Context: an optimization exercise on an open-source flow, tuned for small area and a short achievable clock period. The choices shown serve that exercise and are no tape-out recipe.
Function was checked by simulation only, so behaviour that the tests miss may differ from the original.

`flow/run.sh`:
```
#!/bin/bash
# synth_recipe.tcl (not shown) runs the flow's synth.tcl, then flattens the netlist and writes it again
# the make line also repeats each setting of config.mk as NAME=value (left out here)
make -C /OpenROAD-flow-scripts/flow DESIGN_CONFIG=/design/flow/config.mk WORK_HOME=/design/flow/orfs CLKGATE_MAP_FILE= SYNTH_SCRIPT=/design/flow/synth_recipe.tcl finish
```
`flow/config.mk`:
```
export PLATFORM = sky130hd
export DESIGN_NAME = fpu_top
export DESIGN_NICKNAME = fpu_top
export VERILOG_FILES = /design/flow/design.v
export SDC_FILE = /design/flow/constraint.sdc
export NUM_CORES = 4
export LEC_CHECK = 0
export CAP_MARGIN = 20
export CORE_MARGIN = 2
export CORE_UTILIZATION = 40
export SLEW_MARGIN = 20
```
`flow/constraint.sdc`:
```
create_clock -name core_clock -period 8.5 [get_ports {clk}]
set_input_delay 1.7000 -clock core_clock [delete_from_list [all_inputs] [get_ports {clk}]]
set_output_delay 1.7000 -clock core_clock [all_outputs]
set_load 0.01 [all_outputs]
```
`flow/design.v`:
```
package fpu_pkg;
	localparam int FLOAT_W  = 32;    
	localparam int EXP_W    = 8;
	localparam int FRAC_W   = 23;    
	localparam int EXP_BIAS = 127;
	localparam int EXP_MAX  = 255;   
	localparam logic [FLOAT_W-1:0] QNAN_CANON = 32'h7fc0_0001;
	typedef enum logic [1:0] {
		OP_ADD = 2'd0,
		OP_SUB = 2'd1,
		OP_MUL = 2'd2
	} fpu_op_e;
	typedef enum logic [1:0] {
		RM_NEAREST = 2'd0,   
		RM_ZERO    = 2'd1,
		RM_UP      = 2'd2,   
		RM_DOWN    = 2'd3    
	} round_mode_e;
endpackage
import fpu_pkg::*;
module operand_classify (
	input  logic                        clk,
	input  logic                        arst_n,
	input  logic [fpu_pkg::FLOAT_W-1:0] opa,
	input  logic [fpu_pkg::FLOAT_W-1:0] opb,
	input  fpu_pkg::fpu_op_e            fpu_op,
	input  fpu_pkg::round_mode_e        rmode,
	output logic [fpu_pkg::FLOAT_W-1:0] opa_r,
	output logic [fpu_pkg::FLOAT_W-1:0] opb_r,
	output fpu_pkg::fpu_op_e            op_r,
	output fpu_pkg::round_mode_e        rmode_r,
	output logic                        spec_hit,
	output logic                        spec_nan,
	output logic                        spec_inf,
	output logic                        spec_zero,
	output logic                        spec_sign,
	output logic                        spec_snan
);
	logic       a_nan, a_snan, a_inf, a_zero;
	logic       b_nan, b_snan, b_inf, b_zero;
	logic       is_mul, sb_eff;
	logic       nan_d, inf_d, zero_d, sign_d;
	logic [5:0] spec_q1, spec_q2, spec_q3;   
	always_ff @(posedge clk or negedge arst_n)
	begin
		if (!arst_n)
		begin
			opa_r   <= '0;
			opb_r   <= '0;
			op_r    <= OP_ADD;
			rmode_r <= RM_NEAREST;
		end
		else
		begin
			opa_r   <= (opa[30:23] == '0) ? {opa[31], 31'b0} : opa;   
			opb_r   <= (opb[30:23] == '0) ? {opb[31], 31'b0} : opb;
			op_r    <= fpu_op;
			rmode_r <= rmode;
		end
	end
	assign a_inf  = (&opa_r[30:23]) & (opa_r[22:0] == '0);
	assign a_nan  = (&opa_r[30:23]) & (opa_r[22:0] != '0);
	assign a_snan = a_nan & ~opa_r[22];   
	assign a_zero = (opa_r[30:23] == '0);
	assign b_inf  = (&opb_r[30:23]) & (opb_r[22:0] == '0);
	assign b_nan  = (&opb_r[30:23]) & (opb_r[22:0] != '0);
	assign b_snan = b_nan & ~opb_r[22];
	assign b_zero = (opb_r[30:23] == '0);
	assign is_mul = (op_r == OP_MUL);
	assign sb_eff = opb_r[31] ^ (op_r == OP_SUB);   
	assign nan_d = a_nan | b_nan
		| (~is_mul & a_inf & b_inf & (opa_r[31] != sb_eff))   
		| (is_mul & ((a_inf & b_zero) | (b_inf & a_zero)));    
	assign inf_d  = ~nan_d & (a_inf | b_inf);
	assign zero_d = ~nan_d & ~inf_d & is_mul & (a_zero | b_zero);
	assign sign_d = nan_d  ? 1'b0 :
	                is_mul ? opa_r[31] ^ opb_r[31] :
	                a_inf  ? opa_r[31] : sb_eff;
	always_ff @(posedge clk or negedge arst_n)
	begin
		if (!arst_n)
		begin
			spec_q1 <= '0;
			spec_q2 <= '0;
			spec_q3 <= '0;
		end
		else
		begin
			spec_q1 <= {nan_d | inf_d | zero_d, nan_d, inf_d, zero_d, sign_d, a_snan | b_snan};
			spec_q2 <= spec_q1;
			spec_q3 <= spec_q2;
		end
	end
	assign {spec_hit, spec_nan, spec_inf, spec_zero, spec_sign, spec_snan} = spec_q3;
endmodule
import fpu_pkg::*;
module addsub_prenorm (
	input  logic                        clk,
	input  logic                        arst_n,
	input  logic [fpu_pkg::FLOAT_W-1:0] opa_r,
	input  logic [fpu_pkg::FLOAT_W-1:0] opb_r,
	input  fpu_pkg::fpu_op_e            op_r,
	input  fpu_pkg::round_mode_e        rmode_r,
	output logic [26:0]                 fracta,
	output logic [26:0]                 fractb,
	output logic [fpu_pkg::EXP_W-1:0]   exp_big,
	output logic                        sub_eff,
	output logic                        sign_as,
	output logic                        zero_sign,
	output fpu_pkg::round_mode_e        rmode_p,
	output fpu_pkg::fpu_op_e            op_p
);
	logic             sa, sb_eff, a_big, eff_sub;
	logic [EXP_W-1:0] ea, eb, exp_diff;
	logic [23:0]      ma, mb, m_big, m_small;
	logic [49:0]      shifted;    
	logic [26:0]      small_al;
	assign sa      = opa_r[31];
	assign sb_eff  = opb_r[31] ^ (op_r == OP_SUB);
	assign eff_sub = sa ^ sb_eff;
	assign ea      = opa_r[30:23];
	assign eb      = opb_r[30:23];
	assign ma      = {ea != '0, opa_r[22:0]};   
	assign mb      = {eb != '0, opb_r[22:0]};
	assign a_big    = (opa_r[30:0] >= opb_r[30:0]);
	assign m_big    = a_big ? ma : mb;
	assign m_small  = a_big ? mb : ma;
	assign exp_diff = a_big ? ea - eb : eb - ea;
	assign shifted = {m_small, 26'b0} >> exp_diff;
	assign small_al = (exp_diff > 8'd26) ? {26'b0, |m_small}
	                                     : {shifted[49:24], |shifted[23:0]};
	always_ff @(posedge clk or negedge arst_n)
	begin
		if (!arst_n)
		begin
			fracta    <= '0;
			fractb    <= '0;
			exp_big   <= '0;
			sub_eff   <= 1'b0;
			sign_as   <= 1'b0;
			zero_sign <= 1'b0;
			rmode_p   <= RM_NEAREST;
			op_p      <= OP_ADD;
		end
		else
		begin
			fracta    <= {m_big, 3'b000};   
			fractb    <= small_al;
			exp_big   <= a_big ? ea : eb;
			sub_eff   <= eff_sub;
			sign_as   <= a_big ? sa : sb_eff;
			zero_sign <= eff_sub ? (rmode_r == RM_DOWN) : sa;   
			rmode_p   <= rmode_r;
			op_p      <= op_r;
		end
	end
endmodule
import fpu_pkg::*;
module mul_prenorm (
	input  logic                        clk,
	input  logic                        arst_n,
	input  logic [fpu_pkg::FLOAT_W-1:0] opa_r,
	input  logic [fpu_pkg::FLOAT_W-1:0] opb_r,
	output logic [23:0]                 manta,
	output logic [23:0]                 mantb,
	output logic signed [9:0]           exp_sum,
	output logic                        sign_mul
);
	logic signed [9:0] ea_w, eb_w;   
	assign ea_w = $signed({2'b00, opa_r[30:23]});
	assign eb_w = $signed({2'b00, opb_r[30:23]});
	always_ff @(posedge clk or negedge arst_n)
	begin
		if (!arst_n)
		begin
			manta    <= '0;
			mantb    <= '0;
			exp_sum  <= '0;
			sign_mul <= 1'b0;
		end
		else
		begin
			manta    <= {opa_r[30:23] != '0, opa_r[22:0]};
			mantb    <= {opb_r[30:23] != '0, opb_r[22:0]};
			exp_sum  <= ea_w + eb_w - 10'(EXP_BIAS);   
			sign_mul <= opa_r[31] ^ opb_r[31];
		end
	end
endmodule
import fpu_pkg::*;
module mantissa_arith (
	input  logic                      clk,
	input  logic                      arst_n,
	input  fpu_pkg::fpu_op_e          op_p,
	input  fpu_pkg::round_mode_e      rmode_p,
	input  logic [26:0]               fracta,
	input  logic [26:0]               fractb,
	input  logic                      sub_eff,
	input  logic [fpu_pkg::EXP_W-1:0] exp_big,
	input  logic                      sign_as,
	input  logic                      zero_sign,
	input  logic [23:0]               manta,
	input  logic [23:0]               mantb,
	input  logic signed [9:0]         exp_sum,
	input  logic                      sign_mul,
	output logic [47:0]               fract_raw,
	output logic signed [9:0]         exp_raw,
	output logic                      sign_raw,
	output logic                      zero_sign_a,
	output fpu_pkg::fpu_op_e          op_a,
	output fpu_pkg::round_mode_e      rmode_a
);
	logic [27:0] sum;   
	assign sum = sub_eff ? {1'b0, fracta} - {1'b0, fractb}
	                     : {1'b0, fracta} + {1'b0, fractb};
	always_ff @(posedge clk or negedge arst_n)
	begin
		if (!arst_n)
		begin
			fract_raw   <= '0;
			exp_raw     <= '0;
			sign_raw    <= 1'b0;
			zero_sign_a <= 1'b0;
			op_a        <= OP_ADD;
			rmode_a     <= RM_NEAREST;
		end
		else
		begin
			if (op_p == OP_MUL)
			begin
				fract_raw <= manta * mantb;   
				exp_raw   <= exp_sum;
				sign_raw  <= sign_mul;
			end
			else
			begin
				fract_raw <= {sum, 20'b0};
				exp_raw   <= $signed({2'b00, exp_big});
				sign_raw  <= sign_as;
			end
			zero_sign_a <= zero_sign;
			op_a        <= op_p;
			rmode_a     <= rmode_p;
		end
	end
endmodule
import fpu_pkg::*;
module post_norm (
	input  logic                        clk,
	input  logic                        arst_n,
	input  logic [47:0]                 fract_raw,
	input  logic signed [9:0]           exp_raw,
	input  logic                        sign_raw,
	input  logic                        zero_sign_a,
	input  fpu_pkg::fpu_op_e            op_a,
	input  fpu_pkg::round_mode_e        rmode_a,
	output logic [fpu_pkg::FLOAT_W-1:0] norm_out,
	output logic                        norm_ine,
	output logic                        norm_ovf,
	output logic                        norm_unf,
	output logic                        norm_zero
);
	logic [5:0]         lz;
	logic [47:0]        norm;
	logic               guard, sticky, round_up, carry, to_inf, zsign;
	logic [24:0]        mant_rnd;
	logic signed [10:0] exp_n, exp_f;
	always_comb
	begin
		lz = 6'd48;
		for (int i = 0; i < 48; i++)
		begin
			if (fract_raw[i])
				lz = 6'(47 - i);   
		end
	end
	assign norm   = fract_raw << lz;
	assign guard  = norm[23];
	assign sticky = |norm[22:0];   
	assign exp_n = exp_raw + 11'sd1 - $signed({5'b0, lz});
	always_comb
	begin
		case (rmode_a)
			RM_NEAREST: round_up = guard & (sticky | norm[24]);   
			RM_UP:      round_up = ~sign_raw & (guard | sticky);
			RM_DOWN:    round_up = sign_raw & (guard | sticky);
			default:    round_up = 1'b0;
		endcase
	end
	assign mant_rnd = {1'b0, norm[47:24]} + 25'(round_up);
	assign carry    = mant_rnd[24];   
	assign exp_f    = exp_n + $signed({10'b0, carry});
	assign to_inf = (rmode_a == RM_NEAREST)
		| ((rmode_a == RM_UP) & ~sign_raw)
		| ((rmode_a == RM_DOWN) & sign_raw);
	assign zsign = (op_a == OP_MUL) ? sign_raw : zero_sign_a;
	always_ff @(posedge clk or negedge arst_n)
	begin
		if (!arst_n)
		begin
			norm_out  <= '0;
			norm_ine  <= 1'b0;
			norm_ovf  <= 1'b0;
			norm_unf  <= 1'b0;
			norm_zero <= 1'b0;
		end
		else
		begin
			norm_ovf  <= 1'b0;
			norm_unf  <= 1'b0;
			norm_zero <= 1'b0;
			norm_ine  <= guard | sticky;
			if (fract_raw == '0)
			begin
				norm_out  <= {zsign, 31'b0};   
				norm_zero <= 1'b1;
			end
			else if (exp_f < 11'sd1)
			begin
				norm_out  <= {sign_raw, 31'b0};   
				norm_unf  <= 1'b1;
				norm_ine  <= 1'b1;
				norm_zero <= 1'b1;
			end
			else if (exp_f >= EXP_MAX)
			begin
				norm_out <= to_inf ? {sign_raw, 8'hff, 23'b0} : {sign_raw, 8'hfe, {23{1'b1}}};
				norm_ovf <= 1'b1;
				norm_ine <= 1'b1;
			end
			else
				norm_out <= {sign_raw, exp_f[7:0], mant_rnd[22:0]};   
		end
	end
endmodule
import fpu_pkg::*;
module result_select (
	input  logic                        clk,
	input  logic                        arst_n,
	input  logic [fpu_pkg::FLOAT_W-1:0] norm_out,
	input  logic                        norm_ine,
	input  logic                        norm_ovf,
	input  logic                        norm_unf,
	input  logic                        norm_zero,
	input  logic                        spec_hit,
	input  logic                        spec_nan,
	input  logic                        spec_inf,
	input  logic                        spec_zero,
	input  logic                        spec_sign,
	input  logic                        spec_snan,
	output logic [fpu_pkg::FLOAT_W-1:0] out,
	output logic                        inf,
	output logic                        snan,
	output logic                        qnan,
	output logic                        ine,
	output logic                        overflow,
	output logic                        underflow,
	output logic                        zero
);
	logic [FLOAT_W-1:0] spec_out;
	assign spec_out = spec_nan ? QNAN_CANON :
	                  spec_inf ? {spec_sign, {EXP_W{1'b1}}, 23'b0} :
	                             {spec_sign, 31'b0};
	always_ff @(posedge clk or negedge arst_n)
	begin
		if (!arst_n)
		begin
			out       <= '0;
			inf       <= 1'b0;
			snan      <= 1'b0;
			qnan      <= 1'b0;
			ine       <= 1'b0;
			overflow  <= 1'b0;
			underflow <= 1'b0;
			zero      <= 1'b0;
		end
		else if (spec_hit)
		begin
			out       <= spec_out;
			inf       <= spec_inf;
			snan      <= spec_snan;   
			qnan      <= spec_nan;
			ine       <= 1'b0;
			overflow  <= 1'b0;
			underflow <= 1'b0;
			zero      <= spec_zero;
		end
		else
		begin
			out       <= norm_out;
			inf       <= norm_ovf & (&norm_out[30:23]);   
			snan      <= 1'b0;
			qnan      <= 1'b0;
			ine       <= norm_ine;
			overflow  <= norm_ovf;
			underflow <= norm_unf;
			zero      <= norm_zero;
		end
	end
endmodule
import fpu_pkg::*;
module fpu_top (
	input  logic                        clk,
	input  logic                        arst_n,
	input  logic [fpu_pkg::FLOAT_W-1:0] opa,
	input  logic [fpu_pkg::FLOAT_W-1:0] opb,
	input  logic [1:0]                  fpu_op,    
	input  logic [1:0]                  rmode,     
	output logic [fpu_pkg::FLOAT_W-1:0] out,
	output logic                        inf,
	output logic                        snan,
	output logic                        qnan,
	output logic                        ine,
	output logic                        overflow,
	output logic                        underflow,
	output logic                        zero
);
	fpu_pkg::fpu_op_e     fpu_op_e;
	fpu_pkg::round_mode_e rmode_e;
	assign fpu_op_e = fpu_pkg::fpu_op_e'(fpu_op);
	assign rmode_e  = fpu_pkg::round_mode_e'(rmode);
	logic [FLOAT_W-1:0] opa_r, opb_r;
	fpu_pkg::fpu_op_e            op_r;
	fpu_pkg::round_mode_e        rmode_r;
	logic               spec_hit, spec_nan, spec_inf, spec_zero, spec_sign, spec_snan;
	logic [26:0]        fracta, fractb;
	logic [EXP_W-1:0]   exp_big;
	logic               sub_eff, sign_as, zero_sign, sign_mul;
	fpu_pkg::round_mode_e        rmode_p;
	fpu_pkg::fpu_op_e            op_p;
	logic [23:0]        manta, mantb;
	logic signed [9:0]  exp_sum;
	logic [47:0]        fract_raw;
	logic signed [9:0]  exp_raw;
	logic               sign_raw, zero_sign_a;
	fpu_pkg::fpu_op_e            op_a;
	fpu_pkg::round_mode_e        rmode_a;
	logic [FLOAT_W-1:0] norm_out;
	logic               norm_ine, norm_ovf, norm_unf, norm_zero;
	operand_classify u_classify (
		.clk, .arst_n, .opa, .opb, .fpu_op(fpu_op_e), .rmode(rmode_e),
		.opa_r, .opb_r, .op_r, .rmode_r,
		.spec_hit, .spec_nan, .spec_inf, .spec_zero, .spec_sign, .spec_snan
	);
	addsub_prenorm u_addsub_pre (
		.clk, .arst_n, .opa_r, .opb_r, .op_r, .rmode_r,
		.fracta, .fractb, .exp_big, .sub_eff, .sign_as, .zero_sign, .rmode_p, .op_p
	);
	mul_prenorm u_mul_pre (
		.clk, .arst_n, .opa_r, .opb_r,
		.manta, .mantb, .exp_sum, .sign_mul
	);
	mantissa_arith u_arith (
		.clk, .arst_n, .op_p, .rmode_p,
		.fracta, .fractb, .sub_eff, .exp_big, .sign_as, .zero_sign,
		.manta, .mantb, .exp_sum, .sign_mul,
		.fract_raw, .exp_raw, .sign_raw, .zero_sign_a, .op_a, .rmode_a
	);
	post_norm u_post_norm (
		.clk, .arst_n, .fract_raw, .exp_raw, .sign_raw, .zero_sign_a, .op_a, .rmode_a,
		.norm_out, .norm_ine, .norm_ovf, .norm_unf, .norm_zero
	);
	result_select u_result (
		.clk, .arst_n,
		.norm_out, .norm_ine, .norm_ovf, .norm_unf, .norm_zero,
		.spec_hit, .spec_nan, .spec_inf, .spec_zero, .spec_sign, .spec_snan,
		.out, .inf, .snan, .qnan, .ine, .overflow, .underflow, .zero
	);
endmodule
```
==> impl_metrics.py <==
metrics = {
    "run_status": {
        "status": "finished clean",
    },
    "logic_synthesis": {
        "avgSynthCellArea_sq_um": 8.99,
        "synth_cells": 4497,
        "yosys_warnings": 6,
        "synth-main-ff-cell": "dfrtp_1",
        "synth_top_area_frac": 0.242,
        "yosysMostFrequentCell": "inv_1",
        "yosysTopAreaCell": "fa_1",
        "netlist_area_sq_um": 40400,
        "netlist_top_cells_area": "fa_1 24%, dfrtp_1 22%, ha_1 8.9%",
        "synth_cell_types": 104,
        "ys_seq_elements": 350,
        "synth-edff-count": 0,
        "synthArstFlopShare": 1.00,
        "seq_area_frac_synth": 0.217,
        "synthTopCellsByCount": "639 x inv_1, 606 x nand2_1, 488 x fa_1, 350 x dfrtp_1, 287 x ha_1",
        "syn_nets": 5342,
    },
    "hold_path": {
        "hold_start": "u_addsub_pre.zero_sign",
        "hp-class": "register to register",
    },
    "clock_network": {
        "clkTransAtPathRegs_ns": 0.06,
        "cts_max_level": 2,
        "cts_buffers": 40,
        "cts_tree": "built",
        "clockRootBuffer": "clkbuf_16",
        "clock_tree.buffer_depth": 3,
        "clock-sinks": 350,
        "clk_latency_ns": 0.59,
        "cts_hold_buf": 0,
    },
    "cells_and_area": {
        "finish.net_count": 5429,
        "areaGrowthSynthToFinish_pct": 12.1,
        "n_antenna_cell": 0,
        "final_util": 0.453,
        "final_area_sq_um": 45300,
        "drive_gt1_frac": 0.0858,
        "nFillCells": 9772,
    },
    "floorplanning": {
        "die_h_microns": 322,
        "initial_utilization": 0.404,
        "rows": 116,
        "num_io_pins": 109,
        "design.core.area_sq_um": 100000,
        "chipWidth_microns": 322,
        "die-area_sq_um": 104000,
    },
    "place": {
        "portBuffers": 108,
        "globalplace.congestion": 0.972,
        "place_ws_ns": -0.0519,
        "place_area_sq_um": 43500,
        "dp_hpwl_microns": 96400,
    },
    "setup_path": {
        "critPathArrivalTime_ns": 8.61,
        "worstSetupPathType": "register to register",
        "crit_path_start": "u_mul_pre.manta[20]",
        "cpLargestDelayFamily": "adder cells",
        "critPathMaxStageDelay_ns": 0.63,
        "worstReg2RegStart": "u_mul_pre.manta[20]",
        "cp_common_cell": "fa_1",
        "crit_buf_inv": 5,
        "cp.required_ns": 8.91,
        "cp-start-kind": "register",
        "slowest_stage": "dfrtp_2",
        "cp_max_fo": 13,
        "endpoint_kind": "register",
    },
    "timing": {
        "fin_crit_sh": 0.965,
        "slew_headroom": 0.297,
        "setup_ws_ns": 0.301,
        "hold_viol": 0,
        "setup_viol": 0,
        "fin_crit_ns": 8.20,
        "fmax_mhz": 122,
        "fin_tns_setup_ns": 0,
        "finClkSkew_ns": 0.0337,
        "worstMarginPinSlew_ns": 1.05,
        "slew_viol_final": 0,
    },
    "route": {
        "vias": 32919,
        "wl_per_cell_microns": 20.6,
        "ant_nets": 0,
        "post-route-drc-count": 0,
        "drtIter0Drc": 2623,
        "drtPass1Iterations": 7,
        "drt_wl_total_microns": 122000,
        "viasPerCell": 5.57,
    },
    "grt": {
        "antenna_found_initial": 1,
        "globalRouteTotalUtil": 0.238,
        "overflow": 0,
        "grt_pass1_vias": 33644,
        "grtUsageMet3": 0.0277,
        "grt-busiest-layer": "met2",
        "met2_usage": 0.391,
        "grt_pass1_wl_microns": 193000,
        "grt_use_met1": 0.331,
        "grt_max_degree": 123,
    },
    "run": {
        "cap_violations": 0,
    },
}
[placed cells by master, fill, tap and decap left out, drive strengths merged, types with 20 or more instances in the layout]
cell type,n
o211ai,33
nor2b,53
buf,178
a22oi,20
nand3,70
ha,287
inv,644
xnor2,62
o21ai,159
o21a,22
nand2b,28
o21bai,26
nand4,30
a31oi,27
nor2,239
and2,267
a21o,33
mux2i,120
mux2,26
and3,26
clkdlybuf4s50,107
nor4,40
a21oi,167
nand2,606
o22ai,20
xor2,34
dfrtp,350
fa,488
clkbuf,52
nor3,63
a211oi,40
[metal layers]
layer	share of wire	routed length, microns	up-vias
li1	-	-	14938
met3	0.061	7450	245
met5	0	0	-
met2	0.47	57300	1207
met4	0.032	3890	0
met1	0.44	53100	16529
[per-stage QoR]
step	hold WS, ns	std cells
final	0.344	5913
after global routing	0.349	5913
after CTS	0.349	5902
after detailed placement	0.335	5829
after global placement	0.333	5829
after floorplan	0.331	4497
[registers in the layout, summed over array words and instances (netlist names), 8 cells and up]
register	count
u_classify.opa_r	32
u_mul_pre.exp_sum	10
u_arith.fract_raw	48
u_addsub_pre.fractb	27
u_classify.opb_r	32
u_addsub_pre.fracta	24
u_post_norm.norm_out	32
u_mul_pre.mantb	24
u_mul_pre.manta	24
u_arith.exp_raw	10
u_addsub_pre.exp_big	8
u_result.out	32
[what timing repair did]
item / CTS / global route
setup endpoints to repair: 21 / 41
gates resized for setup: 4 / 71
setup buffers: 0 / 10
endpoints found under the hold margin: 0 / 0
gates cloned: 0 / 1
pin swaps: 0 / 17
[layout make-up]
| class | count | area [sq um] | share of cell area |
|---|---|---|---|
| multi-input combinational | 3262 | 28500 | 0.629 |
| sequential | 350 | 8790 | 0.194 |
| timing repair buffer | 286 | 2560 | 0.0565 |
| inverter | 644 | 2430 | 0.0535 |
| tap | 1298 | 1620 | 0.0358 |
| clock buffer | 51 | 1120 | 0.0248 |
| clock inverter | 22 | 304 | 0.00671 |
[worst paths after layout]
path | to | slack [ns] | depth (start not counted)
min | u_arith.zero_sign_a | 0.34 | 0
max in group asynchronous | u_arith.fract_raw[0] | 6.16 | 2
max reg2reg | u_arith.fract_raw[47] | 0.30 | 27
min in group asynchronous | u_classify.opb_r[29] | 1.13 | 1
min reg2reg | u_arith.zero_sign_a | 0.34 | 0
max | u_arith.fract_raw[47] | 0.30 | 27
[cells by family after synthesis]
logic type / Yosys count / share of synthesized area
AO/OA/AOI/OAI: 742 / 0.124
XOR/XNOR: 96 / 0.0208
adder cells (fa/ha/maj): 775 / 0.330
buffers and inverters: 885 / 0.0846
flip-flops: 350 / 0.217
multiplexers: 161 / 0.0453
AND/OR/NAND/NOR: 1488 / 0.178

what the ideal ports hide:
The results above use ideal ports. As a check the final layout listed here was re-extracted and re-timed, cells and wires unchanged. Step 1, drivers: a clkbuf_16 drives clk and a buf_2 each remaining input, both assumed. Step 2 adds t to the input delays and takes it off the output delays; t is the mean of the earliest and latest rising clock arrival at the registers after step 1. Input paths then give back, and output paths get back, about the clock's delay inside the block. Slacks: ideal / step 1 / step 2; pairs: ideal / step 1.
t (ns): 0.627
setup WS [ns]: 0.301 / 0.301 / 0.301
hold slack, ns: 0.344 / 0.344 / 0.344
After both steps this run still meets setup and hold. For this run, drivers alone change the setup slack by 0.000 ns; drivers and shift together by 0.000 ns.
